This design comes from an exercise in tuning for small area, a short achievable clock period and few clock cycles per item on the open sky130 flow, not from production work.
Function was checked by simulation only, so behaviour that the tests miss may differ from the original.

**flow/run.sh**
```bash
#!/bin/bash
# synth_recipe.tcl (not shown) runs the flow's synth.tcl, then flattens the netlist and writes it again
# the make line also repeats each setting of config.mk as NAME=value (left out here)
make -C /OpenROAD-flow-scripts/flow DESIGN_CONFIG=/design/flow/config.mk WORK_HOME=/design/flow/orfs CLKGATE_MAP_FILE= SYNTH_SCRIPT=/design/flow/synth_recipe.tcl finish
```
**flow/config.mk**
```make
export PLATFORM = sky130hd
export DESIGN_NAME = median_filter_range_scaler
export DESIGN_NICKNAME = median_filter_range_scaler
export VERILOG_FILES = /design/flow/design.v
export SDC_FILE = /design/flow/constraint.sdc
export NUM_CORES = 4
export LEC_CHECK = 0
export CAP_MARGIN = 20
export CORE_MARGIN = 2
export CORE_UTILIZATION = 55
export PLACE_DENSITY = 0.75
export SETUP_SLACK_MARGIN = 2.8
export SLEW_MARGIN = 20
```
**flow/constraint.sdc**
```tcl
create_clock -name core_clock -period 7.5 [get_ports {clk}]
set_input_delay 1.5000 -clock core_clock [delete_from_list [all_inputs] [get_ports {clk}]]
set_output_delay 1.5000 -clock core_clock [all_outputs]
set_load 0.01 [all_outputs]
```
**flow/design.v**
```verilog
package mfrs_pkg;
	localparam int WINDOW      = 5;
	localparam int SAMPLE_BITS = 10;
	localparam int REG_W       = 11;
	localparam int VAL_W       = 12;
	localparam int SLOT_W = (WINDOW > 1) ? $clog2(WINDOW) : 1;
	localparam int CNT_W  = $clog2(WINDOW + 1);
	localparam int MEDIAN_RANK = WINDOW / 2;
	localparam int CMP_W    = (SAMPLE_BITS > REG_W) ? SAMPLE_BITS : REG_W;
	localparam int PROD_W   = SAMPLE_BITS + REG_W;
	localparam int DIV_W    = PROD_W + (PROD_W % 2);
	localparam int DIV_STEPS = DIV_W / 2;
	localparam int STEP_W   = $clog2(DIV_STEPS);
	localparam int VAL_MAX_I = 2 ** (VAL_W - 1) - 1;
	localparam int VAL_MIN_MAG = 2 ** (VAL_W - 1);
	localparam int QUEUE_DEPTH = 2;
	localparam int QPTR_W = $clog2(QUEUE_DEPTH);
	localparam int QCNT_W = $clog2(QUEUE_DEPTH + 1);
	localparam int APB_DATA_W = 32;
	localparam int APB_ADDR_W = 5;
	localparam int REG_IDX_W  = 3;
	localparam logic [REG_IDX_W-1:0] REG_INPUT_LOW     = 3'd0;
	localparam logic [REG_IDX_W-1:0] REG_INPUT_HIGH    = 3'd1;
	localparam logic [REG_IDX_W-1:0] REG_OUTPUT_LOW    = 3'd2;
	localparam logic [REG_IDX_W-1:0] REG_OUTPUT_HIGH   = 3'd3;
	localparam logic [REG_IDX_W-1:0] REG_INVERT_ENABLE = 3'd4;
	localparam logic [REG_IDX_W-1:0] REG_DIGITAL_MODE  = 3'd5;
	localparam logic [REG_W-1:0] RST_INPUT_LOW   = 11'd0;
	localparam logic [REG_W-1:0] RST_INPUT_HIGH  = 11'd1024;
	localparam logic [REG_W-1:0] RST_OUTPUT_LOW  = 11'd0;
	localparam logic [REG_W-1:0] RST_OUTPUT_HIGH = 11'd127;
	typedef struct packed {
		logic [REG_W-1:0] input_low;
		logic [REG_W-1:0] input_high;
		logic [REG_W-1:0] output_low;
		logic [REG_W-1:0] output_high;
		logic             invert_enable;
		logic             digital_mode;
	} mfrs_cfg_t;
	localparam logic [1:0] F_IDLE = 2'd0;
	localparam logic [1:0] F_RANK = 2'd1;
	localparam logic [1:0] F_PUSH = 2'd2;
	localparam logic [2:0] B_IDLE = 3'd0;
	localparam logic [2:0] B_MUL  = 3'd1;
	localparam logic [2:0] B_DIV  = 3'd2;
	localparam logic [2:0] B_FIX  = 3'd3;
	localparam logic [2:0] B_OUT  = 3'd4;
endpackage
module mfrs_mul
(
	input  logic [9:0] d,
	input  logic [32:0] k,
	output logic [10:0] ta,
	output logic [10:0] tb,
	output logic [1:0]  g,
	output logic [1:0]  p
);
	logic [4:0]             b_one, b_two, bn;
	logic [4:0][32:0]   bp;
	logic [32:0]             lp;
	logic [10:0] dx;
	assign dx = {d, 1'b0};
	for (genvar i = 0; i < 5; i++) begin : g_booth
		assign b_one[i] = dx[2 * i + 1] ^ dx[2 * i];
		assign b_two[i] = (dx[2 * i + 2] && !dx[2 * i + 1] && !dx[2 * i]) ||
		                  (!dx[2 * i + 2] && dx[2 * i + 1] && dx[2 * i]);
		assign bn[i]    = dx[2 * i + 2] && !(dx[2 * i + 1] && dx[2 * i]);
		assign bp[i]    = ((k & {33{b_one[i]}}) | ({k[31:0], 1'b0} & {33{b_two[i]}})) ^ {33{bn[i]}};
	end
	assign lp = k & {33{d[9]}};
	logic w1;
	logic w2;
	logic w3;
	logic w4;
	logic w5;
	logic w6;
	logic w7;
	logic w8;
	logic w9;
	logic w10;
	logic w11;
	logic w12;
	logic w13;
	logic w14;
	logic w15;
	logic w16;
	logic w17;
	logic w18;
	logic w19;
	logic w20;
	logic w21;
	logic w22;
	logic w23;
	logic w24;
	logic w25;
	logic w26;
	logic w27;
	logic w28;
	logic w29;
	logic w30;
	logic w31;
	logic w32;
	logic w33;
	logic w34;
	logic w35;
	logic w36;
	logic w37;
	logic w38;
	logic w39;
	logic w40;
	logic w41;
	logic w42;
	logic w43;
	logic w44;
	logic w45;
	logic w46;
	logic w47;
	logic w48;
	logic w49;
	logic w50;
	logic w51;
	logic w52;
	logic w53;
	logic w54;
	logic w55;
	logic w56;
	logic w57;
	logic w58;
	logic w59;
	logic w60;
	logic w61;
	logic w62;
	logic w63;
	logic w64;
	logic w65;
	logic w66;
	logic w67;
	logic w68;
	logic w69;
	logic w70;
	logic w71;
	logic w72;
	logic w73;
	logic w74;
	logic w75;
	logic w76;
	logic w77;
	logic w78;
	logic w79;
	logic w80;
	logic w81;
	logic w82;
	logic w83;
	logic w84;
	logic w85;
	logic w86;
	logic w87;
	logic w88;
	logic w89;
	logic w90;
	logic w91;
	logic w92;
	logic w93;
	logic w94;
	logic w95;
	logic w96;
	logic w97;
	logic w98;
	logic w99;
	logic w100;
	logic w101;
	logic w102;
	logic w103;
	logic w104;
	logic w105;
	logic w106;
	logic w107;
	logic w108;
	logic w109;
	logic w110;
	logic w111;
	logic w112;
	logic w113;
	logic w114;
	logic w115;
	logic w116;
	logic w117;
	logic w118;
	logic w119;
	logic w120;
	logic w121;
	logic w122;
	logic w123;
	logic w124;
	logic w125;
	logic w126;
	logic w127;
	logic w128;
	logic w129;
	logic w130;
	logic w131;
	logic w132;
	logic w133;
	logic w134;
	logic w135;
	logic w136;
	logic w137;
	logic w138;
	logic w139;
	logic w140;
	logic w141;
	logic w142;
	logic w143;
	logic w144;
	logic w145;
	logic w146;
	logic w147;
	logic w148;
	logic w149;
	logic w150;
	logic w151;
	logic w152;
	logic w153;
	logic w154;
	logic w155;
	logic w156;
	logic w157;
	logic w158;
	logic w159;
	logic w160;
	logic w161;
	logic w162;
	logic w163;
	logic w164;
	logic w165;
	logic w166;
	logic w167;
	logic w168;
	logic w169;
	logic w170;
	logic w171;
	logic w172;
	logic w173;
	logic w174;
	logic w175;
	logic w176;
	logic w177;
	logic w178;
	logic w179;
	logic w180;
	logic w181;
	logic w182;
	logic w183;
	logic w184;
	logic w185;
	logic w186;
	logic w187;
	logic w188;
	logic w189;
	logic w190;
	logic w191;
	logic w192;
	logic w193;
	logic w194;
	logic w195;
	logic w196;
	logic w197;
	logic w198;
	logic w199;
	logic w200;
	logic w201;
	logic w202;
	logic w203;
	logic w204;
	logic w205;
	logic w206;
	logic w207;
	logic w208;
	logic w209;
	logic w210;
	logic w211;
	logic w212;
	logic w213;
	logic w214;
	logic w215;
	logic w216;
	logic w217;
	logic w218;
	logic w219;
	logic w220;
	logic w221;
	logic w222;
	logic w223;
	logic w224;
	logic w225;
	logic w226;
	logic w227;
	logic w228;
	logic w229;
	logic w230;
	logic w231;
	logic w232;
	logic w233;
	logic w234;
	logic w235;
	logic w236;
	logic w237;
	logic w238;
	logic w239;
	logic w240;
	logic w241;
	logic w242;
	logic w243;
	logic w244;
	logic w245;
	logic w246;
	logic w247;
	logic w248;
	assign w1 = bp[0][10] ^ bp[1][8];
	assign w2 = bp[0][10] & bp[1][8];
	assign w3 = bp[0][11] ^ bp[1][9];
	assign w4 = bp[0][11] & bp[1][9];
	assign w5 = bp[0][12] ^ bp[1][10];
	assign w6 = bp[0][12] & bp[1][10];
	assign w7 = bp[0][13] ^ bp[1][11];
	assign w8 = bp[0][13] & bp[1][11];
	assign w9 = bp[0][14] ^ bp[1][12];
	assign w10 = bp[0][14] & bp[1][12];
	assign w11 = bp[0][15] ^ bp[1][13];
	assign w12 = bp[0][15] & bp[1][13];
	assign w13 = bp[0][16] ^ bp[1][14];
	assign w14 = bp[0][16] & bp[1][14];
	assign w15 = bp[0][17] ^ bp[1][15];
	assign w16 = bp[0][17] & bp[1][15];
	assign w17 = bp[0][18] ^ bp[1][16];
	assign w18 = bp[0][18] & bp[1][16];
	assign w19 = bp[0][19] ^ bp[1][17];
	assign w20 = bp[0][19] & bp[1][17];
	assign w21 = bp[0][20] ^ bp[1][18];
	assign w22 = bp[0][20] & bp[1][18];
	assign w23 = bp[0][21] ^ bp[1][19];
	assign w24 = bp[0][21] & bp[1][19];
	assign w25 = bp[0][22] ^ bp[1][20];
	assign w26 = bp[0][22] & bp[1][20];
	assign w27 = bp[0][23] ^ bp[1][21];
	assign w28 = bp[0][23] & bp[1][21];
	assign w29 = bp[0][24] ^ bp[1][22];
	assign w30 = bp[0][24] & bp[1][22];
	assign w31 = bp[0][25] ^ bp[1][23];
	assign w32 = bp[0][25] & bp[1][23];
	assign w33 = bp[0][26] ^ bp[1][24];
	assign w34 = bp[0][26] & bp[1][24];
	assign w35 = bp[0][27] ^ bp[1][25];
	assign w36 = bp[0][27] & bp[1][25];
	assign w37 = bp[0][28] ^ bp[1][26];
	assign w38 = bp[0][28] & bp[1][26];
	assign w39 = bp[0][29] ^ bp[1][27];
	assign w40 = bp[0][29] & bp[1][27];
	assign w41 = bp[0][30] ^ bp[1][28];
	assign w42 = bp[0][30] & bp[1][28];
	assign w43 = bp[0][31] ^ bp[1][29];
	assign w44 = bp[0][31] & bp[1][29];
	assign w45 = bp[0][32] ^ bp[1][30];
	assign w46 = bp[0][32] & bp[1][30];
	assign w47 = bp[0][8] ^ bp[1][6] ^ bp[2][4];
	assign w48 = (bp[0][8] & bp[1][6]) | (bp[0][8] & bp[2][4]) | (bp[1][6] & bp[2][4]);
	assign w49 = bp[0][9] ^ bp[1][7] ^ bp[2][5];
	assign w50 = (bp[0][9] & bp[1][7]) | (bp[0][9] & bp[2][5]) | (bp[1][7] & bp[2][5]);
	assign w51 = bp[3][3] ^ bp[4][1];
	assign w52 = bp[3][3] & bp[4][1];
	assign w53 = w1 ^ bp[2][6] ^ bp[3][4];
	assign w54 = (w1 & bp[2][6]) | (w1 & bp[3][4]) | (bp[2][6] & bp[3][4]);
	assign w55 = bp[4][2] ^ lp[0] ^ 1'b1;
	assign w56 = (bp[4][2] & lp[0]) | (bp[4][2] & 1'b1) | (lp[0] & 1'b1);
	assign w57 = w2 ^ w3 ^ bp[2][7];
	assign w58 = (w2 & w3) | (w2 & bp[2][7]) | (w3 & bp[2][7]);
	assign w59 = bp[3][5] ^ bp[4][3] ^ lp[1];
	assign w60 = (bp[3][5] & bp[4][3]) | (bp[3][5] & lp[1]) | (bp[4][3] & lp[1]);
	assign w61 = w4 ^ w5 ^ bp[2][8];
	assign w62 = (w4 & w5) | (w4 & bp[2][8]) | (w5 & bp[2][8]);
	assign w63 = bp[3][6] ^ bp[4][4] ^ lp[2];
	assign w64 = (bp[3][6] & bp[4][4]) | (bp[3][6] & lp[2]) | (bp[4][4] & lp[2]);
	assign w65 = w6 ^ w7 ^ bp[2][9];
	assign w66 = (w6 & w7) | (w6 & bp[2][9]) | (w7 & bp[2][9]);
	assign w67 = bp[3][7] ^ bp[4][5] ^ lp[3];
	assign w68 = (bp[3][7] & bp[4][5]) | (bp[3][7] & lp[3]) | (bp[4][5] & lp[3]);
	assign w69 = w8 ^ w9 ^ bp[2][10];
	assign w70 = (w8 & w9) | (w8 & bp[2][10]) | (w9 & bp[2][10]);
	assign w71 = bp[3][8] ^ bp[4][6] ^ lp[4];
	assign w72 = (bp[3][8] & bp[4][6]) | (bp[3][8] & lp[4]) | (bp[4][6] & lp[4]);
	assign w73 = w10 ^ w11 ^ bp[2][11];
	assign w74 = (w10 & w11) | (w10 & bp[2][11]) | (w11 & bp[2][11]);
	assign w75 = bp[3][9] ^ bp[4][7] ^ lp[5];
	assign w76 = (bp[3][9] & bp[4][7]) | (bp[3][9] & lp[5]) | (bp[4][7] & lp[5]);
	assign w77 = w12 ^ w13 ^ bp[2][12];
	assign w78 = (w12 & w13) | (w12 & bp[2][12]) | (w13 & bp[2][12]);
	assign w79 = bp[3][10] ^ bp[4][8] ^ lp[6];
	assign w80 = (bp[3][10] & bp[4][8]) | (bp[3][10] & lp[6]) | (bp[4][8] & lp[6]);
	assign w81 = w14 ^ w15 ^ bp[2][13];
	assign w82 = (w14 & w15) | (w14 & bp[2][13]) | (w15 & bp[2][13]);
	assign w83 = bp[3][11] ^ bp[4][9] ^ lp[7];
	assign w84 = (bp[3][11] & bp[4][9]) | (bp[3][11] & lp[7]) | (bp[4][9] & lp[7]);
	assign w85 = w16 ^ w17 ^ bp[2][14];
	assign w86 = (w16 & w17) | (w16 & bp[2][14]) | (w17 & bp[2][14]);
	assign w87 = bp[3][12] ^ bp[4][10] ^ lp[8];
	assign w88 = (bp[3][12] & bp[4][10]) | (bp[3][12] & lp[8]) | (bp[4][10] & lp[8]);
	assign w89 = w18 ^ w19 ^ bp[2][15];
	assign w90 = (w18 & w19) | (w18 & bp[2][15]) | (w19 & bp[2][15]);
	assign w91 = bp[3][13] ^ bp[4][11] ^ lp[9];
	assign w92 = (bp[3][13] & bp[4][11]) | (bp[3][13] & lp[9]) | (bp[4][11] & lp[9]);
	assign w93 = w20 ^ w21 ^ bp[2][16];
	assign w94 = (w20 & w21) | (w20 & bp[2][16]) | (w21 & bp[2][16]);
	assign w95 = bp[3][14] ^ bp[4][12] ^ lp[10];
	assign w96 = (bp[3][14] & bp[4][12]) | (bp[3][14] & lp[10]) | (bp[4][12] & lp[10]);
	assign w97 = w22 ^ w23 ^ bp[2][17];
	assign w98 = (w22 & w23) | (w22 & bp[2][17]) | (w23 & bp[2][17]);
	assign w99 = bp[3][15] ^ bp[4][13] ^ lp[11];
	assign w100 = (bp[3][15] & bp[4][13]) | (bp[3][15] & lp[11]) | (bp[4][13] & lp[11]);
	assign w101 = w24 ^ w25 ^ bp[2][18];
	assign w102 = (w24 & w25) | (w24 & bp[2][18]) | (w25 & bp[2][18]);
	assign w103 = bp[3][16] ^ bp[4][14] ^ lp[12];
	assign w104 = (bp[3][16] & bp[4][14]) | (bp[3][16] & lp[12]) | (bp[4][14] & lp[12]);
	assign w105 = w26 ^ w27 ^ bp[2][19];
	assign w106 = (w26 & w27) | (w26 & bp[2][19]) | (w27 & bp[2][19]);
	assign w107 = bp[3][17] ^ bp[4][15] ^ lp[13];
	assign w108 = (bp[3][17] & bp[4][15]) | (bp[3][17] & lp[13]) | (bp[4][15] & lp[13]);
	assign w109 = w28 ^ w29 ^ bp[2][20];
	assign w110 = (w28 & w29) | (w28 & bp[2][20]) | (w29 & bp[2][20]);
	assign w111 = bp[3][18] ^ bp[4][16] ^ lp[14];
	assign w112 = (bp[3][18] & bp[4][16]) | (bp[3][18] & lp[14]) | (bp[4][16] & lp[14]);
	assign w113 = w30 ^ w31 ^ bp[2][21];
	assign w114 = (w30 & w31) | (w30 & bp[2][21]) | (w31 & bp[2][21]);
	assign w115 = bp[3][19] ^ bp[4][17] ^ lp[15];
	assign w116 = (bp[3][19] & bp[4][17]) | (bp[3][19] & lp[15]) | (bp[4][17] & lp[15]);
	assign w117 = w32 ^ w33 ^ bp[2][22];
	assign w118 = (w32 & w33) | (w32 & bp[2][22]) | (w33 & bp[2][22]);
	assign w119 = bp[3][20] ^ bp[4][18] ^ lp[16];
	assign w120 = (bp[3][20] & bp[4][18]) | (bp[3][20] & lp[16]) | (bp[4][18] & lp[16]);
	assign w121 = w34 ^ w35 ^ bp[2][23];
	assign w122 = (w34 & w35) | (w34 & bp[2][23]) | (w35 & bp[2][23]);
	assign w123 = bp[3][21] ^ bp[4][19] ^ lp[17];
	assign w124 = (bp[3][21] & bp[4][19]) | (bp[3][21] & lp[17]) | (bp[4][19] & lp[17]);
	assign w125 = w36 ^ w37 ^ bp[2][24];
	assign w126 = (w36 & w37) | (w36 & bp[2][24]) | (w37 & bp[2][24]);
	assign w127 = bp[3][22] ^ bp[4][20] ^ lp[18];
	assign w128 = (bp[3][22] & bp[4][20]) | (bp[3][22] & lp[18]) | (bp[4][20] & lp[18]);
	assign w129 = w38 ^ w39 ^ bp[2][25];
	assign w130 = (w38 & w39) | (w38 & bp[2][25]) | (w39 & bp[2][25]);
	assign w131 = bp[3][23] ^ bp[4][21] ^ lp[19];
	assign w132 = (bp[3][23] & bp[4][21]) | (bp[3][23] & lp[19]) | (bp[4][21] & lp[19]);
	assign w133 = w40 ^ w41 ^ bp[2][26];
	assign w134 = (w40 & w41) | (w40 & bp[2][26]) | (w41 & bp[2][26]);
	assign w135 = bp[3][24] ^ bp[4][22] ^ lp[20];
	assign w136 = (bp[3][24] & bp[4][22]) | (bp[3][24] & lp[20]) | (bp[4][22] & lp[20]);
	assign w137 = w42 ^ w43 ^ bp[2][27];
	assign w138 = (w42 & w43) | (w42 & bp[2][27]) | (w43 & bp[2][27]);
	assign w139 = bp[3][25] ^ bp[4][23] ^ lp[21];
	assign w140 = (bp[3][25] & bp[4][23]) | (bp[3][25] & lp[21]) | (bp[4][23] & lp[21]);
	assign w141 = w44 ^ w45 ^ bp[2][28];
	assign w142 = (w44 & w45) | (w44 & bp[2][28]) | (w45 & bp[2][28]);
	assign w143 = bp[3][26] ^ bp[4][24] ^ lp[22];
	assign w144 = (bp[3][26] & bp[4][24]) | (bp[3][26] & lp[22]) | (bp[4][24] & lp[22]);
	assign w145 = bp[0][7] ^ bp[1][5];
	assign w146 = bp[0][7] & bp[1][5];
	assign w147 = w47 ^ bp[3][2] ^ bp[4][0];
	assign w148 = (w47 & bp[3][2]) | (w47 & bp[4][0]) | (bp[3][2] & bp[4][0]);
	assign w149 = w48 ^ w49 ^ w51;
	assign w150 = (w48 & w49) | (w48 & w51) | (w49 & w51);
	assign w151 = w50 ^ w52 ^ w53;
	assign w152 = (w50 & w52) | (w50 & w53) | (w52 & w53);
	assign w153 = w54 ^ w56 ^ w57;
	assign w154 = (w54 & w56) | (w54 & w57) | (w56 & w57);
	assign w155 = w58 ^ w60 ^ w61;
	assign w156 = (w58 & w60) | (w58 & w61) | (w60 & w61);
	assign w157 = w62 ^ w64 ^ w65;
	assign w158 = (w62 & w64) | (w62 & w65) | (w64 & w65);
	assign w159 = w66 ^ w68 ^ w69;
	assign w160 = (w66 & w68) | (w66 & w69) | (w68 & w69);
	assign w161 = w70 ^ w72 ^ w73;
	assign w162 = (w70 & w72) | (w70 & w73) | (w72 & w73);
	assign w163 = w74 ^ w76 ^ w77;
	assign w164 = (w74 & w76) | (w74 & w77) | (w76 & w77);
	assign w165 = w78 ^ w80 ^ w81;
	assign w166 = (w78 & w80) | (w78 & w81) | (w80 & w81);
	assign w167 = w82 ^ w84 ^ w85;
	assign w168 = (w82 & w84) | (w82 & w85) | (w84 & w85);
	assign w169 = w86 ^ w88 ^ w89;
	assign w170 = (w86 & w88) | (w86 & w89) | (w88 & w89);
	assign w171 = w90 ^ w92 ^ w93;
	assign w172 = (w90 & w92) | (w90 & w93) | (w92 & w93);
	assign w173 = w94 ^ w96 ^ w97;
	assign w174 = (w94 & w96) | (w94 & w97) | (w96 & w97);
	assign w175 = w98 ^ w100 ^ w101;
	assign w176 = (w98 & w100) | (w98 & w101) | (w100 & w101);
	assign w177 = w102 ^ w104 ^ w105;
	assign w178 = (w102 & w104) | (w102 & w105) | (w104 & w105);
	assign w179 = w106 ^ w108 ^ w109;
	assign w180 = (w106 & w108) | (w106 & w109) | (w108 & w109);
	assign w181 = w110 ^ w112 ^ w113;
	assign w182 = (w110 & w112) | (w110 & w113) | (w112 & w113);
	assign w183 = w114 ^ w116 ^ w117;
	assign w184 = (w114 & w116) | (w114 & w117) | (w116 & w117);
	assign w185 = w118 ^ w120 ^ w121;
	assign w186 = (w118 & w120) | (w118 & w121) | (w120 & w121);
	assign w187 = w122 ^ w124 ^ w125;
	assign w188 = (w122 & w124) | (w122 & w125) | (w124 & w125);
	assign w189 = w126 ^ w128 ^ w129;
	assign w190 = (w126 & w128) | (w126 & w129) | (w128 & w129);
	assign w191 = w130 ^ w132 ^ w133;
	assign w192 = (w130 & w132) | (w130 & w133) | (w132 & w133);
	assign w193 = w134 ^ w136 ^ w137;
	assign w194 = (w134 & w136) | (w134 & w137) | (w136 & w137);
	assign w195 = w138 ^ w140 ^ w141;
	assign w196 = (w138 & w140) | (w138 & w141) | (w140 & w141);
	assign w197 = w145 ^ bp[2][3];
	assign w198 = w145 & bp[2][3];
	assign w199 = w146 ^ w147 ^ bn[4];
	assign w200 = (w146 & w147) | (w146 & bn[4]) | (w147 & bn[4]);
	assign w201 = w148 ^ w149 ^ 1'b1;
	assign w202 = (w148 & w149) | (w148 & 1'b1) | (w149 & 1'b1);
	assign w203 = w150 ^ w151 ^ w55;
	assign w204 = (w150 & w151) | (w150 & w55) | (w151 & w55);
	assign w205 = w152 ^ w153 ^ w59;
	assign w206 = (w152 & w153) | (w152 & w59) | (w153 & w59);
	assign w207 = w154 ^ w155 ^ w63;
	assign w208 = (w154 & w155) | (w154 & w63) | (w155 & w63);
	assign w209 = w156 ^ w157 ^ w67;
	assign w210 = (w156 & w157) | (w156 & w67) | (w157 & w67);
	assign w211 = w158 ^ w159 ^ w71;
	assign w212 = (w158 & w159) | (w158 & w71) | (w159 & w71);
	assign w213 = w160 ^ w161 ^ w75;
	assign w214 = (w160 & w161) | (w160 & w75) | (w161 & w75);
	assign w215 = w162 ^ w163 ^ w79;
	assign w216 = (w162 & w163) | (w162 & w79) | (w163 & w79);
	assign w217 = w164 ^ w165 ^ w83;
	assign w218 = (w164 & w165) | (w164 & w83) | (w165 & w83);
	assign w219 = w166 ^ w167 ^ w87;
	assign w220 = (w166 & w167) | (w166 & w87) | (w167 & w87);
	assign w221 = w168 ^ w169 ^ w91;
	assign w222 = (w168 & w169) | (w168 & w91) | (w169 & w91);
	assign w223 = w170 ^ w171 ^ w95;
	assign w224 = (w170 & w171) | (w170 & w95) | (w171 & w95);
	assign w225 = w172 ^ w173 ^ w99;
	assign w226 = (w172 & w173) | (w172 & w99) | (w173 & w99);
	assign w227 = w174 ^ w175 ^ w103;
	assign w228 = (w174 & w175) | (w174 & w103) | (w175 & w103);
	assign w229 = w176 ^ w177 ^ w107;
	assign w230 = (w176 & w177) | (w176 & w107) | (w177 & w107);
	assign w231 = w178 ^ w179 ^ w111;
	assign w232 = (w178 & w179) | (w178 & w111) | (w179 & w111);
	assign w233 = w180 ^ w181 ^ w115;
	assign w234 = (w180 & w181) | (w180 & w115) | (w181 & w115);
	assign w235 = w182 ^ w183 ^ w119;
	assign w236 = (w182 & w183) | (w182 & w119) | (w183 & w119);
	assign w237 = w184 ^ w185 ^ w123;
	assign w238 = (w184 & w185) | (w184 & w123) | (w185 & w123);
	assign w239 = w186 ^ w187 ^ w127;
	assign w240 = (w186 & w187) | (w186 & w127) | (w187 & w127);
	assign w241 = w188 ^ w189 ^ w131;
	assign w242 = (w188 & w189) | (w188 & w131) | (w189 & w131);
	assign w243 = w190 ^ w191 ^ w135;
	assign w244 = (w190 & w191) | (w190 & w135) | (w191 & w135);
	assign w245 = w192 ^ w193 ^ w139;
	assign w246 = (w192 & w193) | (w192 & w139) | (w193 & w139);
	assign w247 = w194 ^ w195 ^ w143;
	assign w248 = (w194 & w195) | (w194 & w143) | (w195 & w143);
	logic [32:0] ra, rb;
	assign ra = {w246, w244, w242, w240, w238, w236, w234, w232, w230, w228, w226, w224, w222, w220, w218, w216, w214, w212, w210, w208, w206, w204, w202, w200, w198, w197, 1'b0, 1'b0, 1'b0, 1'b0, 1'b0, 1'b0, 1'b0};
	assign rb = {w247, w245, w243, w241, w239, w237, w235, w233, w231, w229, w227, w225, w223, w221, w219, w217, w215, w213, w211, w209, w207, w205, w203, w201, w199, bp[3][1], 1'b0, 1'b0, 1'b0, 1'b0, 1'b0, 1'b0, 1'b0};
	logic [8:0] s0;
	logic [7:0] s1;
	assign s0   = {1'b0, ra[14:7]} + {1'b0, rb[14:7]};
	assign s1   = {1'b0, ra[21:15]} + {1'b0, rb[21:15]};
	assign g[0] = s0[8];
	assign g[1] = s1[7];
	assign p[0] = &(ra[14:7] ^ rb[14:7]);
	assign p[1] = &(ra[21:15] ^ rb[21:15]);
	assign ta   = ra[32:22];
	assign tb   = rb[32:22];
endmodule
import mfrs_pkg::*;
module median_filter_range_scaler
(
	input  logic                  clk,
	input  logic                  arst_n,
	input  logic                  sample_valid,
	output logic                  sample_ready,
	input  logic [SAMPLE_BITS-1:0] sample,
	output logic                  result_valid,
	input  logic                  result_ready,
	output logic [SAMPLE_BITS-1:0] result_filtered,
	output logic signed [VAL_W-1:0] result_value,
	output logic                  result_valid_res,
	input  logic                  psel,
	input  logic                  penable,
	input  logic                  pwrite,
	input  logic [APB_ADDR_W-1:0] paddr,
	input  logic [APB_DATA_W-1:0] pwdata,
	output logic [APB_DATA_W-1:0] prdata,
	output logic                  pready
);
	localparam int KSTEPS = 2;
	localparam int KXW    = 34;
	localparam int KCYC   = KXW / KSTEPS;
	mfrs_pkg::mfrs_cfg_t cfg_q, cfg_d;
	logic [REG_IDX_W-1:0] reg_idx;
	logic                 cfg_wr;
	assign pready  = 1'b1;
	assign reg_idx = paddr[APB_ADDR_W-1:2];
	assign cfg_wr  = psel && penable && pwrite;
	always_comb begin
		unique case (reg_idx)
			REG_INPUT_LOW:     prdata = APB_DATA_W'(cfg_q.input_low);
			REG_INPUT_HIGH:    prdata = APB_DATA_W'(cfg_q.input_high);
			REG_OUTPUT_LOW:    prdata = APB_DATA_W'(cfg_q.output_low);
			REG_OUTPUT_HIGH:   prdata = APB_DATA_W'(cfg_q.output_high);
			REG_INVERT_ENABLE: prdata = APB_DATA_W'(cfg_q.invert_enable);
			REG_DIGITAL_MODE:  prdata = APB_DATA_W'(cfg_q.digital_mode);
			default:           prdata = '0;
		endcase
	end
	always_comb begin
		cfg_d = cfg_q;
		if (cfg_wr) begin
			unique case (reg_idx)
				REG_INPUT_LOW:     cfg_d.input_low     = pwdata[REG_W-1:0];
				REG_INPUT_HIGH:    cfg_d.input_high    = pwdata[REG_W-1:0];
				REG_OUTPUT_LOW:    cfg_d.output_low    = pwdata[REG_W-1:0];
				REG_OUTPUT_HIGH:   cfg_d.output_high   = pwdata[REG_W-1:0];
				REG_INVERT_ENABLE: cfg_d.invert_enable = pwdata[0];
				REG_DIGITAL_MODE:  cfg_d.digital_mode  = pwdata[0];
				default: ;
			endcase
		end
	end
	always_ff @(posedge clk or negedge arst_n) begin
		if (!arst_n) begin
			cfg_q.input_low     <= RST_INPUT_LOW;
			cfg_q.input_high    <= RST_INPUT_HIGH;
			cfg_q.output_low    <= RST_OUTPUT_LOW;
			cfg_q.output_high   <= RST_OUTPUT_HIGH;
			cfg_q.invert_enable <= 1'b0;
			cfg_q.digital_mode  <= 1'b0;
		end else begin
			cfg_q <= cfg_d;
		end
	end
	logic [REG_W-1:0] den_q;     
	logic             neg_q;     
	logic             szero_q;   
	logic [REG_W:0]   out_span;
	assign out_span = {1'b0, cfg_d.output_high} - {1'b0, cfg_d.output_low};
	always_ff @(posedge clk) begin
		den_q   <= cfg_d.input_high - cfg_d.input_low;
		neg_q   <= out_span[REG_W];
		szero_q <= (cfg_d.input_high == cfg_d.input_low);
	end
	logic en;
	logic out_valid_q;
	logic kbusy_q;
	logic kready;
	assign en           = !out_valid_q || result_ready;
	assign sample_ready = en && kready;
	logic take;
	assign take = sample_valid && sample_ready;
	logic [REG_W-1:0] kr_q;
	logic [KXW-1:0]   kx_q;
	logic [4:0]       kcnt_q;
	logic             kinit_q;
	logic             kwr;
	logic [REG_W-1:0] kr_n;
	logic [KXW-1:0]   kx_n;
	logic [REG_W-1:0] kmag;
	assign kwr = cfg_wr && !reg_idx[2];
	assign kready = !kbusy_q || (!kinit_q && (kcnt_q >= 5'(KCYC - 2)));
	assign kmag = out_span[REG_W] ? REG_W'(-out_span) : out_span[REG_W-1:0];
	always_comb begin
		logic [REG_W:0]   t;
		logic [REG_W+1:0] dif;
		kr_n = kr_q;
		kx_n = kx_q;
		for (int k = 0; k < KSTEPS; k++) begin
			t    = {kr_n, kx_n[KXW-1]};
			dif  = {1'b0, t} - {2'b00, den_q};
			kx_n = {kx_n[KXW-2:0], !dif[REG_W+1] ^ neg_q};
			kr_n = dif[REG_W+1] ? t[REG_W-1:0] : dif[REG_W-1:0];
		end
	end
	always_ff @(posedge clk or negedge arst_n) begin
		if (!arst_n) begin
			kinit_q <= 1'b1;
			kbusy_q <= 1'b1;
			kcnt_q  <= '0;
		end else begin
			kinit_q <= 1'b0;
			if (kwr || kinit_q) begin
				kbusy_q <= 1'b1;
				kcnt_q  <= '0;
			end else if (kbusy_q) begin
				kcnt_q <= kcnt_q + 1'b1;
				if (kcnt_q == 5'(KCYC - 1)) kbusy_q <= 1'b0;
			end
		end
	end
	always_ff @(posedge clk) begin
		if (kwr || kinit_q) begin
			kx_q <= {1'b0, kmag, 22'b0};
		end else if (kbusy_q) begin
			kx_q <= kx_n;
		end
	end
	always_ff @(posedge clk) begin
		kr_q <= (kwr || kinit_q) ? '0 : kr_n;
	end
	logic [4:0][SAMPLE_BITS-1:0] win_q;
	logic [4:0][4:0]             ord_q, ord_n;
	logic [4:0]                  pick_q, pick_n;
	logic [3:0]                  le;      
	function automatic logic two_of_four(input logic [3:0] b);
		two_of_four = ((3'(b[0]) + 3'(b[1]) + 3'(b[2]) + 3'(b[3])) == 3'd2);
	endfunction
	always_comb begin
		logic [3:0] bef;
		for (int j = 0; j < 4; j++)
			le[j] = (sample <= win_q[j]);
		ord_n = ord_q;
		for (int i = 0; i < 4; i++)
			for (int j = i + 1; j < 4; j++)
				ord_n[i + 1][j + 1] = ord_q[i][j];
		for (int j = 0; j < 4; j++)
			ord_n[0][j + 1] = le[j];
		for (int i = 0; i < 5; i++) begin
			for (int j = 0; j < 4; j++) begin
				if (j < i) bef[j] = ord_n[j][i];
				else       bef[j] = !ord_n[i][j + 1];
			end
			pick_n[i] = two_of_four(bef);
		end
	end
	always_ff @(posedge clk or negedge arst_n) begin
		if (!arst_n) begin
			win_q  <= '0;
			ord_q  <= '1;
			pick_q <= 5'b00100;
		end else if (take) begin
			win_q  <= {win_q[3:0], sample};
			ord_q  <= ord_n;
			pick_q <= pick_n;
		end
	end
	logic v1_q;
	always_ff @(posedge clk or negedge arst_n) begin
		if (!arst_n) v1_q <= 1'b0;
		else if (en) v1_q <= take;
	end
	logic [SAMPLE_BITS-1:0] med1;
	always_comb begin
		med1 = '0;
		for (int i = 0; i < 5; i++)
			med1 = med1 | (win_q[i] & {SAMPLE_BITS{pick_q[i]}});
	end
	logic                   va_q;
	logic [SAMPLE_BITS-1:0] meda_q;
	logic [SAMPLE_BITS-1:0] offa_q;
	always_ff @(posedge clk or negedge arst_n) begin
		if (!arst_n) va_q <= 1'b0;
		else if (en) va_q <= v1_q;
	end
	always_ff @(posedge clk) begin
		if (en) begin
			meda_q <= med1;
			offa_q <= med1 - SAMPLE_BITS'(cfg_q.input_low);
		end
	end
	logic [REG_W-1:0] ta2, tb2;
	logic [1:0]       g2, p2;
	mfrs_mul u_mul (
		.d   (offa_q),
		.k   (kx_q[32:0]),
		.ta  (ta2),
		.tb  (tb2),
		.g   (g2),
		.p   (p2)
	);
	logic                   pv;
	logic                   inrp_q;
	logic [SAMPLE_BITS-1:0] medp_q;
	logic [REG_W-1:0]       tap_q, tbp_q;
	logic [1:0]             gp_q;
	logic                   pp_q;
	always_ff @(posedge clk or negedge arst_n) begin
		if (!arst_n) pv <= 1'b0;
		else if (en) pv <= va_q;
	end
	always_ff @(posedge clk) begin
		if (en) begin
			inrp_q  <= ({1'b0, meda_q} >= cfg_q.input_low) && ({1'b0, meda_q} <= cfg_q.input_high) && !szero_q;
			medp_q  <= meda_q;
			tap_q   <= ta2;
			tbp_q   <= tb2;
			gp_q    <= g2;
			pp_q    <= p2[1];
		end
	end
	logic                    scl;
	logic [SAMPLE_BITS-1:0]  medf;
	logic                    tc;           
	logic [REG_W-1:0]        quo;
	logic [VAL_W:0]          qx, ys, zs;
	logic signed [VAL_W-1:0] fval;
	logic                    fvres;
	always_comb begin
		scl  = inrp_q;
		medf = medp_q;
		tc   = gp_q[1] || (pp_q && gp_q[0]);
		quo  = tap_q + tbp_q + REG_W'(tc);
		qx   = {{2{neg_q && (quo != '0)}}, quo};
		ys   = qx - {2'b00, cfg_q.output_high};
		zs   = {2'b00, cfg_q.output_high} - qx;
		if (cfg_q.digital_mode) begin
			fval  = (medf != '0) ? VAL_W'(1) : VAL_W'(-1);
			fvres = 1'b1;
		end else if (scl) begin
			if (!cfg_q.invert_enable)
				fval = qx[VAL_W-1:0];
			else if (!ys[VAL_W])
				fval = ys[VAL_W-1:0];
			else
				fval = zs[VAL_W-1] ? VAL_W'(VAL_MAX_I) : zs[VAL_W-1:0];
			fvres = 1'b1;
		end else begin
			fval  = VAL_W'(-1);
			fvres = 1'b0;
		end
	end
	logic [SAMPLE_BITS-1:0]  out_filt_q;
	logic signed [VAL_W-1:0] out_value_q;
	logic                    out_vres_q;
	always_ff @(posedge clk or negedge arst_n) begin
		if (!arst_n) out_valid_q <= 1'b0;
		else if (en) out_valid_q <= pv;
	end
	always_ff @(posedge clk) begin
		if (en) begin
			out_filt_q  <= medf;
			out_value_q <= fval;
			out_vres_q  <= fvres;
		end
	end
	assign result_valid     = out_valid_q;
	assign result_filtered  = out_filt_q;
	assign result_value     = out_value_q;
	assign result_valid_res = out_vres_q;
endmodule
```
==> results.sh, run 1 <==
export IMPL_synth_edff_count=90
export IMPL_hold_ws_ps=442.5
export IMPL_dr_first_iter_drc_count=1188
export IMPL_num_antenna_cells=0
export IMPL_setup_worst_path_class="in2out"
export IMPL_cts_tree="yes"
export IMPL_skew_ps=13.87
export IMPL_yosys_warnings=1
export IMPL_timing_max_cap_violations=0
export IMPL_clock_path_buffers=3
export IMPL_numCtsBuffers=29
export IMPL_syn_to_final_growth_pct=12.80
export IMPL_routed_wl_um=55430
export IMPL_die_width_um=202.2
export IMPL_nets=2678
export IMPL_design_core_area_um2=38740
export IMPL_overflow=0
export IMPL_cts_root_buf="clkbuf_16"
export IMPL_drtAntennaViolNets=0
export IMPL_arrival_ps=3120
export IMPL_antenna_found_initial=1
export IMPL_yosys_area_top_type="edfxtp_1"
export IMPL_drc=0
export IMPL_grt_use_total_pct=26.43
export IMPL_fp_row_count=72
export IMPL_required_ps=6000
export IMPL_slew_headroom_pct=26.22
export IMPL_grt_max_degree=110
export IMPL_yosysUniqueCellTypes=79
export IMPL_ys_ff_latch=255
export IMPL_worst_skew_pair_late_latency_ps=590
export IMPL_dpl_hpwl_um=39260
export IMPL_cts_max_level=1
export IMPL_tightest_slew_ps=1079
export IMPL_io_pins=112
export IMPL_yosys_most_used_dff="dfrtp_1"
export IMPL_rsz0062_at_grt="no"
export IMPL_finalCritPeriodShare_pct=61.60
export IMPL_fp_dieH_um=202.2
export IMPL_cp_max_fo=10
export IMPL_avgViaCountPerCell=5.950
export IMPL_synthCells=2278
export IMPL_cts_sinks=255
export IMPL_cp_slowest_cell="clkdlybuf4s50_1"
export IMPL_synth_top_area_share_pct=12.51
export IMPL_final_hold_violation_count=0
export IMPL_dr_pass1_iters=7
export IMPL_grt_first_pass_wirelength_um=87420
export IMPL_cpPeakStageDelay_ps=530
export IMPL_fin_crit_ps=4620
export IMPL_yosys_top_cells_area="edfxtp_1 13%, dfrtp_1 12%, ha_1 12%"
export IMPL_gp_congestion=0.9208
export IMPL_vias=17006
export IMPL_fin_tns_setup_ps=0
export IMPL_start_kind="primary input"
export IMPL_setup_viol=0
export IMPL_ys_async_sr_fraction_pct=46.27
export IMPL_slew_viol_final=0
export IMPL_start_util_pct=55.76
export IMPL_crit_chain="buf_4 -> buf_4 -> mux4_2 -> nor2b_1 -> clkdlybuf4s50_1"
export IMPL_critPathMostFrequentCell="buf_4"
export IMPL_die_area_um2=40870
export IMPL_seq_area_frac_synth_pct=30.64
export IMPL_hold_buffers=0
export IMPL_wl_per_cell_um=19.39
export IMPL_fin_util_pct=62.90
export IMPL_status="finished clean"
export IMPL_first_global_vias=16749
export IMPL_mostFrequentLayoutCells="295 x inv_1, 193 x ha_1, 142 x nand2_1"
export IMPL_portBuffers=66
export IMPL_syn_area_um2=21600
export IMPL_end_kind="output port"
export IMPL_final_common_cell="inv_1"
export IMPL_drive_above_1_share_pct=12.01
export IMPL_hp_class="reg2reg"
export IMPL_clock_fmax_mhz=216.4
export IMPL_postSynthAreaPerCell_um2=9.482
export IMPL_clk_pin_slew_ps=60
[per-layer routing]
metal / up-vias / track usage (%) / share of wire (%)
met5: - / 0 / 0
li1: 7907 / - / -
met4: 0 / 9.932 / 4.2
met1: 8365 / 34.14 / 41
met2: 604 / 45.32 / 48
met3: 130 / 3.579 / 6.9
[critical path, delay by kind of cell]
| family | cells | cell delay [ps] |
|---|---|---|
| buf+inv | 3 | 950 |
| mux | 1 | 520 |
| simple gates | 1 | 150 |
[worst paths after layout]
kind / start / endpoint / slack [ps] / cells after the start
worst max-delay path: paddr[2] / prdata[10] / 2880 / 5
worst min-delay path: medp_q[7]$_DFFE_PP_ / out_filt_q[7]$_DFFE_PP_ / 440 / 0
worst max register to register: kx_q[33]$_SDFFE_PN0P_ / kx_q[0]$_SDFFE_PN0P_ / 2920 / 22
worst min register to register: medp_q[7]$_DFFE_PP_ / out_filt_q[7]$_DFFE_PP_ / 440 / 0
max in group asynchronous: arst_n / cfg_q[14]$_DFF_PN0_ / 5490 / 2
min in group asynchronous: arst_n / win_q[4]$_DFFE_PN0P_ / 890 / 1
[kinds of logic after synthesis]
logic type	share of synthesized area, %
adder cells (fa/ha/maj)	21.47
XOR/XNOR	6.887
other	0.03477
AO/OA/AOI/OAI	15.92
AND/OR/NAND/NOR	10.85
multiplexers	6.123
flip-flops	30.64
buffers and inverters	8.080
[cell usage after synthesis, types with 12 or more instances]
cell / count
a22oi_1: 115
ha_1: 201
a21oi_1: 82
buf_4: 22
nor3_1: 22
dfxtp_1: 47
a22o_1: 15
mux2i_1: 59
o21a_1: 26
nor2b_1: 35
a21o_1: 25
fa_1: 106
dfstp_2: 17
nor2_1: 103
clkbuf_1: 107
dfrtp_1: 101
nand3_1: 40
and3_1: 12
and2_1: 27
nand2b_1: 33
xor2_1: 120
nand4_1: 15
edfxtp_1: 90
xnor2_1: 48
buf_1: 17
o21ai_0: 127
nand2_1: 144
inv_1: 296
mux2_2: 43
[final cells by class]
cell class | instances | area, um2
Sequential cell | 255 | 6619
Tap cell | 518 | 648.1
Clock inverter | 15 | 132.6
Fill cell | 3116 | 14370
Timing Repair Buffer | 131 | 1224
Clock buffer | 39 | 804.5
Inverter | 297 | 1115
Multi-Input combinational cell | 1603 | 13820
[flip-flops by register name, indices dropped and copies added (netlist names), 2 cells and up]
name and cells:
cfg_q 46, kx_q 34, den_q 11, tbp_q 11
kr_q 11, win_q 50, ord_n 6, kcnt_q 5
gp_q 2, out_value_q 12, pick_q 5, out_filt_q 10
medp_q 10, offa_q 10, meda_q 10, tap_q 11
[through the flow]
stage | worst slack [ps] | area (um2) | std cells
2_1_floorplan | 2722 | 21710 | 2299
3_3_place_gp | 1568 | 22560 | 2759
3_5_place_dp | 1505 | 22560 | 2759
4_1_cts | 2805 | 23770 | 2823
5_1_grt | 2723 | 24370 | 2858
6_report | 2880 | 24370 | 2858
[what timing repair did]
| action | in CTS | in global routing |
|---|---|---|
| buffers inserted | 9 | 29 |
| resized for setup | 65 | 78 |
| setup endpoints to repair | 54 | 42 |
| pin swaps | 13 | 33 |
| cloned | 1 | 6 |
Testbench counts, summed over its fixed seeds: cycles 4,224, items 3,840.
==> run 2, diff against run 1 <==
--- a/flow/config.mk
+++ b/flow/config.mk
@@ -6,8 +6,8 @@
 export NUM_CORES = 4
 export LEC_CHECK = 0
-export CAP_MARGIN = 20
+export CAP_MARGIN = 5
 export CORE_MARGIN = 2
 export CORE_UTILIZATION = 55
 export PLACE_DENSITY = 0.75
-export SETUP_SLACK_MARGIN = 2.8
-export SLEW_MARGIN = 20
+export SETUP_SLACK_MARGIN = 3.0
+export SLEW_MARGIN = 5
==> results.sh, run 2 <==
export IMPL_cp_max_fo=6
export IMPL_arrival_ps=4960
export IMPL_first_global_vias=17080
export IMPL_largest_register="win_q"
export IMPL_design_core_area_um2=38740
export IMPL_fp_dieH_um=202.2
export IMPL_hold_buffers=0
export IMPL_final_common_cell="inv_1"
export IMPL_critPathMostFrequentCell="o21ai_0"
export IMPL_yosysUniqueCellTypes=79
export IMPL_yosys_area_top_type="edfxtp_1"
export IMPL_grt_use_total_pct=26.58
export IMPL_drc=0
export IMPL_nFillCells=3035
export IMPL_required_ps=7960
export IMPL_antenna_found_initial=0
export IMPL_dr_pass1_iters=9
export IMPL_clock_path_buffers=3
export IMPL_mostFrequentLayoutCells="294 x inv_1, 190 x ha_1, 142 x nand2_1"
export IMPL_worst_skew_pair_late_latency_ps=580
export IMPL_ys_async_sr_fraction_pct=46.27
export IMPL_start_util_pct=55.76
export IMPL_crit_chain="dlygate4sd2_1 -> nand4_1 -> buf_4 -> or3_4 -> mux2_2 -> inv_1 -> ha_1 -> inv_1 -> fa_1 -> nand2_1 -> nand2_1 -> a21oi_2 -> o21ai_0 -> a21oi_1 -> o21ai_0 -> a21oi_1 -> o21ai_0 -> xnor2_1"
export IMPL_num_antenna_cells=0
export IMPL_synthCells=2278
export IMPL_yosysMostFrequentCell="inv_1"
export IMPL_avgViaCountPerCell=5.955
export IMPL_synth_edff_count=90
export IMPL_tightest_slew_ps=1068
export IMPL_dr_first_iter_drc_count=1568
export IMPL_dpl_hpwl_um=38500
export IMPL_clk_pin_slew_ps=60
export IMPL_finalCritPeriodShare_pct=59.97
export IMPL_final_hold_violation_count=0
export IMPL_routed_wl_um=55160
export IMPL_nets=2685
export IMPL_grt_first_pass_wirelength_um=88140
export IMPL_start_kind="primary input"
export IMPL_syn_area_um2=21600
export IMPL_setup_slack_ps=3002
export IMPL_io_pins=112
export IMPL_end_kind="flop"
export IMPL_cpPeakStageDelay_ps=440
export IMPL_die_width_um=202.2
export IMPL_synth_top_area_share_pct=12.51
export IMPL_die_area_um2=40870
export IMPL_fin_crit_ps=4498
export IMPL_pre_cts_slack_ps=1451
export IMPL_synth_common_cells="296 x inv_1, 201 x ha_1, 144 x nand2_1, 127 x o21ai_0, 120 x xor2_1"
export IMPL_multi_input_area_um2=13960
export IMPL_seq_area_um2=6618
export IMPL_grt_max_degree=110
export IMPL_overflow=0
export IMPL_cts_max_level=1
export IMPL_ys_ff_latch=255
export IMPL_timing_max_cap_violations=0
export IMPL_reg_largest_list="win_q (50), cfg_q (46), kx_q (34)"
export IMPL_status="finished clean"
export IMPL_seq_area_frac_synth_pct=30.64
export IMPL_yosys_warnings=1
export IMPL_fp_row_count=72
export IMPL_largest_register_ff_count=50
export IMPL_syn_to_final_growth_pct=14.49
export IMPL_postSynthAreaPerCell_um2=9.482
export IMPL_hp_class="reg2reg"
export IMPL_rsz0062_at_grt="yes"
export IMPL_wl_per_cell_um=19.25
export IMPL_yosys_top_cells_area="edfxtp_1 13%, dfrtp_1 12%, ha_1 12%"
export IMPL_setup_viol=0
export IMPL_cts_tree="yes"
export IMPL_slew_viol_final=0
export IMPL_setup_worst_path_class="in2reg"
export IMPL_cts_sinks=255
export IMPL_drive_above_1_share_pct=13.16
export IMPL_vias=17067
export IMPL_gp_congestion=0.9261
export IMPL_slew_headroom_pct=26.99
export IMPL_fin_tns_setup_ps=0
export IMPL_cp_slowest_cell="or3_4"
export IMPL_skew_ps=19.12
export IMPL_portBuffers=66
export IMPL_clock_fmax_mhz=222.3
export IMPL_numCtsBuffers=30
export IMPL_drtAntennaViolNets=0
export IMPL_yosys_most_used_dff="dfrtp_1"
export IMPL_cts_root_buf="clkbuf_16"
==> run 2: cell count changes in the layout (fill, tap and decap cells not counted), sizes merged <==
| cell | previous run | this run |
|---|---|---|
| o21a | 27 | 26 |
| dlymetal6s2s | 3 | 1 |
| bufinv | 1 | 5 |
| buf | 67 | 74 |
| clkdlybuf4s15 | 0 | 3 |
| clkdlybuf4s50 | 59 | 47 |
| clkinv | 12 | 10 |
| clkinvlp | 0 | 1 |
| nand2b | 34 | 33 |
| clkbuf | 41 | 40 |
| bufbuf | 0 | 1 |
| dlygate4sd2 | 0 | 11 |
==> run 2: cell families after synthesis <==
group / share of synthesized area [%]
AO/OA/AOI/OAI: 15.92
XOR/XNOR: 6.887
adder cells (fa/ha/maj): 21.47
buffers and inverters: 8.080
flip-flops: 30.64
multiplexers: 6.123
other: 0.03477
AND/OR/NAND/NOR: 10.85
==> run 2: path summary, 6_finish.rpt <==
| kind | from | to | slack [ps] | depth (start not counted) |
|---|---|---|---|---|
| worst max register to register | offa_q[9]$_DFFE_PP_ | gp_q[0]$_DFFE_PP_ | 3070 | 15 |
| worst max-delay path | psel | den_q[10]$_DFF_P_ | 3000 | 18 |
| max in group asynchronous | arst_n | cfg_q[39]$_DFF_PN0_ | 5200 | 2 |
| worst min-delay path | medp_q[6]$_DFFE_PP_ | out_filt_q[6]$_DFFE_PP_ | 450 | 0 |
| worst min register to register | medp_q[6]$_DFFE_PP_ | out_filt_q[6]$_DFFE_PP_ | 450 | 0 |
| min in group asynchronous | arst_n | out_valid_q$_DFFE_PN0P_ | 960 | 1 |
==> run 2: what timing repair did <==
action                     CTS  global route
buffers inserted            28            18
resized for setup          130            58
pin swaps                   31            24
setup endpoints to repair   56            37
cloned                       3             3
==> run 2: per-stage QoR <==
stage	hold WS (ps)	area (um2)	util, %	cells
after detailed placement	440.1	22570	58.27	2758
final	452.6	24730	63.84	2866
after CTS	454.9	24310	62.75	2845
after global routing	461.0	24730	63.84	2866
after floorplan	426.4	21760	-	2299
after global placement	432.7	22570	58.27	2758
==> run 2: final cells by class <==
cell class | count | share of cell area (%)
multi-input cells | 1601 | 56.47
flip-flops and latches | 255 | 26.76
repair buffers | 139 | 5.282
inverters | 297 | 4.508
clock buffers | 38 | 3.455
well taps | 518 | 2.621
clock inverters | 18 | 0.9107
==> run 2: routing by layer <==
metal | track usage, % | up-vias | routed length, um | share of wire, %
met3 | 3.112 | 129 | 3322 | 6.0
met5 | 0 | - | 0 | 0
met1 | 34.37 | 8387 | 22320 | 40
li1 | - | 7917 | - | -
met4 | 9.724 | 0 | 1868 | 3.4
met2 | 46.05 | 634 | 27650 | 50
==> run 2: critical path: cells and delay by family <==
kind / cells / cell delay, ps
AO/OA/AOI/OAI: 6 / 1110
AND/OR/NAND/NOR: 4 / 750
buffers and inverters: 4 / 570
adder cells (fa/ha/maj): 2 / 570
multiplexers: 1 / 300
XOR/XNOR: 1 / 150
==> run 3, diff against run 2 <==
--- a/flow/config.mk
+++ b/flow/config.mk
@@ -6,8 +6,8 @@
 export NUM_CORES = 4
 export LEC_CHECK = 0
-export CAP_MARGIN = 5
+export CAP_MARGIN = 20
 export CORE_MARGIN = 2
-export CORE_UTILIZATION = 55
-export PLACE_DENSITY = 0.75
+export CORE_UTILIZATION = 62
+export PLACE_DENSITY = 0.8
 export SETUP_SLACK_MARGIN = 3.0
-export SLEW_MARGIN = 5
+export SLEW_MARGIN = 20
==> results.sh, run 3 <==
export IMPL_rsz0062_at_grt="no"
export IMPL_ys_ff_latch=255
export IMPL_wl_per_cell_um=20.81
export IMPL_drive_above_1_share_pct=16.65
export IMPL_die_area_um2=36350
export IMPL_synth_top_area_share_pct=12.51
export IMPL_setup_worst_path_class="reg2reg"
export IMPL_gp_congestion=0.8891
export IMPL_io_pins=112
export IMPL_yosys_area_top_type="edfxtp_1"
export IMPL_drc=0
export IMPL_grt_max_degree=91
export IMPL_setup_slack_ps=2975
export IMPL_start_kind="flop"
export IMPL_first_global_vias=17668
export IMPL_clk_pin_slew_ps=60
export IMPL_portBuffers=66
export IMPL_overflow=0
export IMPL_yosys_warnings=1
export IMPL_yosys_most_used_dff="dfrtp_1"
export IMPL_skew_ps=25.15
export IMPL_multi_input_area_um2=14110
export IMPL_arrival_ps=4990
export IMPL_routed_wl_um=59450
export IMPL_tightest_slew_ps=928.6
export IMPL_hp_class="reg2reg"
export IMPL_cp_max_fo=7
export IMPL_slew_headroom_pct=36.49
export IMPL_yosys_top_cells_area="edfxtp_1 13%, dfrtp_1 12%, ha_1 12%"
export IMPL_clock_fmax_mhz=221.0
export IMPL_avgViaCountPerCell=6.286
export IMPL_seq_area_um2=6626
export IMPL_slew_viol_final=0
export IMPL_nets=2739
export IMPL_reg_largest_list="win_q (50), cfg_q (46), kx_q (34)"
export IMPL_clock_path_buffers=3
export IMPL_setup_viol=0
export IMPL_synth_edff_count=90
export IMPL_fp_dieH_um=190.7
export IMPL_fin_crit_ps=4525
export IMPL_dr_first_iter_drc_count=1540
export IMPL_finalCritPeriodShare_pct=60.33
export IMPL_drtAntennaViolNets=0
export IMPL_dr_pass1_iters=6
export IMPL_vias=17960
export IMPL_timing_max_cap_violations=0
export IMPL_fin_tns_setup_ps=0
export IMPL_num_antenna_cells=0
export IMPL_antenna_found_initial=0
export IMPL_crit_chain="inv_2 -> ha_4 -> inv_2 -> fa_2 -> a21o_1 -> a21o_1 -> a21oi_2 -> o21bai_2 -> a211oi_2 -> o21ai_2 -> mux2_4 -> ha_4 -> nor2b_4 -> o21ai_2 -> a21boi_2 -> o21ai_2 -> a21oi_2 -> o211a_1 -> o21a_4 -> buf_4 -> o21ai_0 -> a21oi_1"
export IMPL_fp_row_count=68
export IMPL_end_kind="flop"
export IMPL_pre_cts_slack_ps=1260
export IMPL_synth_common_cells="296 x inv_1, 201 x ha_1, 144 x nand2_1, 127 x o21ai_0, 120 x xor2_1"
export IMPL_cts_tree="yes"
export IMPL_die_width_um=190.7
export IMPL_worst_skew_pair_late_latency_ps=610
export IMPL_grt_use_total_pct=31.17
export IMPL_cts_max_level=1
export IMPL_cts_root_buf="clkbuf_16"
export IMPL_largest_register="win_q"
export IMPL_cpPeakStageDelay_ps=400
export IMPL_status="finished clean"
export IMPL_final_hold_violation_count=0
export IMPL_cts_sinks=255
export IMPL_largest_register_ff_count=50
export IMPL_hold_buffers=0
export IMPL_yosysMostFrequentCell="inv_1"
export IMPL_critPathMostFrequentCell="o21ai_2"
export IMPL_seq_area_frac_synth_pct=30.64
export IMPL_syn_area_um2=21600
export IMPL_cp_slowest_cell="fa_2"
export IMPL_postSynthAreaPerCell_um2=9.482
export IMPL_final_common_cell="inv_1"
export IMPL_nFillCells=2324
export IMPL_synthCells=2278
export IMPL_syn_to_final_growth_pct=16.96
export IMPL_dpl_hpwl_um=38800
export IMPL_required_ps=7960
export IMPL_numCtsBuffers=30
export IMPL_yosysUniqueCellTypes=79
export IMPL_ys_async_sr_fraction_pct=46.27
export IMPL_start_util_pct=62.69
export IMPL_design_core_area_um2=34460
export IMPL_grt_first_pass_wirelength_um=90570
export IMPL_mostFrequentLayoutCells="290 x inv_1, 185 x ha_1, 142 x nand2_1"
-- run 3: routing by layer --
metal	track usage [%]	up-vias	part of all wire, %
li1	-	8028	-
met1	39.77	8820	39
met2	53.89	899	49
met3	3.625	213	7.4
met4	12.91	0	4.7
met5	0	-	0
-- run 3: final timing paths --
path                                       start                      end  slack (ps)  cells after the start
max reg2reg                kx_q[33]$_SDFFE_PN0P_       kr_q[2]$_SDFF_PN0_        2980                     22
min in group asynchronous                 arst_n    pick_q[1]$_DFFE_PN0P_         900                      1
max                        kx_q[33]$_SDFFE_PN0P_       kr_q[2]$_SDFF_PN0_        2980                     22
min                          medp_q[4]$_DFFE_PP_  out_filt_q[4]$_DFFE_PP_         450                      0
max in group asynchronous                 arst_n      cfg_q[13]$_DFF_PN0_        5220                      2
min reg2reg                  medp_q[4]$_DFFE_PP_  out_filt_q[4]$_DFFE_PP_         450                      0
-- run 3: layout make-up --
type                            instances  share of cell area (%)
Clock inverter                         11                  0.3566
Tap cell                              455                   2.253
Timing Repair Buffer                  193                   7.181
Sequential cell                       255                   26.23
Clock buffer                           45                   3.729
Inverter                              297                   4.413
Multi-Input combinational cell       1601                   55.84
-- run 3: through the flow --
step	area, um2	hold slack (ps)	util [%]	instances
after global placement	22520	432.9	65.35	2698
final	25260	449.1	73.32	2857
after detailed placement	22520	435.4	65.35	2698
after global routing	25260	466.6	73.32	2857
after floorplan	21760	426.4	-	2299
after CTS	24370	449.3	70.74	2801
-- run 3: logic make-up after synthesis --
| logic type | after synthesis | synth area share (%) |
|---|---|---|
| xor gates and xnor gates | 169 | 6.887 |
| buffers and inverters | 443 | 8.080 |
| DFF | 255 | 30.64 |
| and+or+nand+nor | 477 | 10.85 |
| muxes | 113 | 6.123 |
| AOI/OAI and AO/OA | 512 | 15.92 |
| adders and majority gates | 307 | 21.47 |
| other | 2 | 0.03477 |
-- run 3: timing repair --
action	in CTS	in global routing
setup buffers	44	51
gates cloned	3	5
resized for setup	118	119
endpoints found under the setup margin	56	50
pin swaps	30	70
-- run 3: critical path, delay by kind of cell (launching register included) --
kind	cells	cell delay [ps]
AO/OA/AOI/OAI	14	2510
AND/OR/NAND/NOR	1	120
adder cells (fa/ha/maj)	3	780
flip-flops	1	340
multiplexers	1	350
buffers and inverters	3	270
==> run 4, diff against run 3 <==
--- a/flow/config.mk
+++ b/flow/config.mk
@@ -8,6 +8,6 @@
 export CAP_MARGIN = 20
 export CORE_MARGIN = 2
-export CORE_UTILIZATION = 62
-export PLACE_DENSITY = 0.8
-export SETUP_SLACK_MARGIN = 3.0
+export CORE_UTILIZATION = 55
+export PLACE_DENSITY = 0.75
+export SETUP_SLACK_MARGIN = 2.6
 export SLEW_MARGIN = 20
==> results.sh, run 4 <==
export IMPL_clock_fmax_mhz=205.0
export IMPL_ys_async_sr_fraction_pct=46.27
export IMPL_clock_path_buffers=3
export IMPL_numCtsBuffers=29
export IMPL_synth_mux_area_share_pct=6.123
export IMPL_grt_first_pass_wirelength_um=87590
export IMPL_synth_adder_area_share_pct=21.47
export IMPL_slew_viol_final=0
export IMPL_dpl_hpwl_um=39700
export IMPL_rsz0062_at_grt="no"
export IMPL_mostFrequentLayoutCells="295 x inv_1, 196 x ha_1, 142 x nand2_1"
export IMPL_final_cells=2845
export IMPL_yosys_most_used_dff="dfrtp_1"
export IMPL_die_area_um2=40870
export IMPL_start_kind="primary input"
export IMPL_syn_to_final_growth_pct=11.85
export IMPL_largest_register="win_q"
export IMPL_die_width_um=202.2
export IMPL_vias=16727
export IMPL_yosysUniqueCellTypes=79
export IMPL_dp_cells=2760
export IMPL_routed_wl_um=54170
export IMPL_yosys_area_top_type="edfxtp_1"
export IMPL_ys_ff_latch=255
export IMPL_fin_crit_ps=4879
export IMPL_synthSimpleGateAreaFrac_pct=10.85
export IMPL_tightest_slew_ps=1135
export IMPL_fin_tns_setup_ps=0
export IMPL_fin_util_pct=62.37
export IMPL_slew_headroom_pct=22.37
export IMPL_grt_max_degree=110
export IMPL_ff2ff_path_depth=17
export IMPL_grt_use_total_pct=26.47
export IMPL_synth_top_area_share_pct=12.51
export IMPL_seq_area_frac_synth_pct=30.64
export IMPL_hold_depth=0
export IMPL_design_core_area_um2=38740
export IMPL_required_ps=8040
export IMPL_cts_tree="yes"
export IMPL_dr_pass1_iters=5
export IMPL_gp_congestion=0.9204
export IMPL_timing_max_cap_violations=0
export IMPL_final_common_cell="inv_1"
export IMPL_drtAntennaViolNets=0
export IMPL_cts_sinks=255
export IMPL_syn_area_um2=21600
export IMPL_fp_dieH_um=202.2
export IMPL_largest_register_ff_count=50
export IMPL_clk_pin_slew_ps=60
export IMPL_status="finished clean"
export IMPL_cts_max_level=1
export IMPL_yosysMostFrequentCell="inv_1"
export IMPL_start_util_pct=55.76
export IMPL_skew_ps=29.64
export IMPL_portBuffers=66
export IMPL_fp_row_count=72
export IMPL_synthCells=2278
export IMPL_postSynthAreaPerCell_um2=9.482
export IMPL_first_global_vias=16990
export IMPL_reg_largest_list="win_q (50), cfg_q (46), kx_q (34)"
export IMPL_synth_top_family_by_area="adder cells"
export IMPL_synthXorXnorAreaFrac_pct=6.887
export IMPL_wl_per_cell_um=19.04
export IMPL_antenna_found_initial=1
export IMPL_overflow=0
export IMPL_io_pins=112
export IMPL_finalCritPeriodShare_pct=65.05
export IMPL_avgViaCountPerCell=5.879
-- run 4: cell types whose count changed in the layout (fill, tap and decap cells not counted), moves of 5 or more --
| cell | previous run | this run |
|---|---|---|
| o21ai_2 | 14 | 4 |
| buf_4 | 105 | 38 |
| a21oi_1 | 69 | 76 |
| o21ai_0 | 103 | 113 |
| inv_2 | 7 | 2 |
| a22oi_2 | 5 | 0 |
| ha_4 | 10 | 0 |
| ha_1 | 185 | 196 |
| clkdlybuf4s50_1 | 48 | 54 |
| inv_1 | 290 | 295 |
| a21oi_2 | 12 | 5 |
| a22oi_1 | 110 | 115 |
-- run 4: layout make-up --
type / instances / area, um2
fill: 3178 / 14580
multi-input combinational: 1601 / 13660
sequential: 255 / 6618
timing repair buffer: 119 / 1121
inverter: 297 / 1115
clock buffer: 46 / 939.7
tap: 518 / 648.1
clock inverter: 8 / 60.06
antenna: 1 / 2.502
-- run 4: cell families (layout without fill, tap and decap cells) --
| logic type | Yosys count | count (layout) |
|---|---|---|
| XOR/XNOR | 169 | 169 |
| multiplexers | 113 | 113 |
| flip-flops | 255 | 255 |
| adder cells (fa/ha/maj) | 307 | 307 |
| AND/OR/NAND/NOR | 477 | 477 |
| other | 2 | 24 |
| buffers and inverters | 443 | 470 |
| AO/OA/AOI/OAI | 512 | 512 |
-- run 4: final timing paths --
kind,end,start,slack (ps)
min in group asynchronous,win_q[16]$_DFFE_PN0P_,arst_n,860
worst max register to register,out_value_q[10]$_DFFE_PP_,pp_q$_DFFE_PP_,2790
max in group asynchronous,cfg_q[15]$_DFF_PN0_,arst_n,5520
worst max-delay path,den_q[9]$_DFF_P_,pwrite,2620
worst min-delay path,out_filt_q[8]$_DFFE_PP_,medp_q[8]$_DFFE_PP_,440
worst min register to register,out_filt_q[8]$_DFFE_PP_,medp_q[8]$_DFFE_PP_,440
-- run 4: per-layer routing --
metal	wire, um	vias up	track usage (%)
met4	2107	0	10.22
li1	-	7879	-
met5	0	-	0
met2	26480	579	45.50
met3	3715	121	3.499
met1	21860	8148	34.04
-- run 4: critical path: stages --
cell	delay, ps
clkdlybuf4s50_1	530
nand4_1	240
buf_4	220
or3_4	430
mux2_2	340
ha_1	310
nor2b_1	140
o21ai_1	200
a21boi_1	120
o21ai_1	210
a21boi_1	120
o21ai_1	200
a21boi_1	130
or4b_2	620
nand3_1	100
-- run 4: repair_timing --
item	in CTS	in global routing
cloned	1	1
setup endpoints to repair	41	44
pin swaps	7	23
gates resized for setup	49	70
hold buffers	0	0
setup buffers	9	19
-- run 4: metrics by stage --
stage	hold slack [ps]	setup WS, ps	instance area, um2
global placement	431.9	1597	22560
floorplan	426.4	2653	21690
finish	444.5	2621	24160
CTS	450.6	2591	23770
detailed placement	436.9	1484	22560
global route	461.1	2546	24160

## separate check: timing with driven ports
In the flow no input, the clock included, has a driving cell. The finished layouts below were timed again as built, in two steps. Step 1: set_driving_cell puts a clkbuf_16 on clk and a buf_2 on each other input, an assumption about the parent block. Step 2, shift: input delay + t, output delay - t, t = (earliest + latest rising clock arrival at the registers) / 2. This alone moves slack from input paths to output paths. Slacks: no drivers / after step 1 / after step 2; pairs: no drivers / after step 1.
run | shift t [ns] | setup slack, ns | hold WS [ns] | worst setup path after step 2 | clock arrival spread, ns
run 1 | 0.629 | 2.880 / 2.856 / 2.355 | 0.442 / 0.442 / 0.442 | input to register | 0.015 / 0.015
run 2 | 0.621 | 3.002 / 3.013 / 2.392 | 0.453 / 0.453 / 0.453 | input to register | 0.021 / 0.022
run 3 | 0.654 | 2.975 / 2.975 / 2.502 | 0.449 / 0.449 / 0.449 | input to register | 0.026 / 0.026
run 4 | 0.635 | 2.621 / 2.614 / 2.005 | 0.445 / 0.445 / 0.445 | input to register | 0.030 / 0.030
After both steps every run listed still meets setup and hold. For run 4, which loses most, drivers alone change the setup slack by -0.007 ns; drivers and shift together by -0.616 ns.
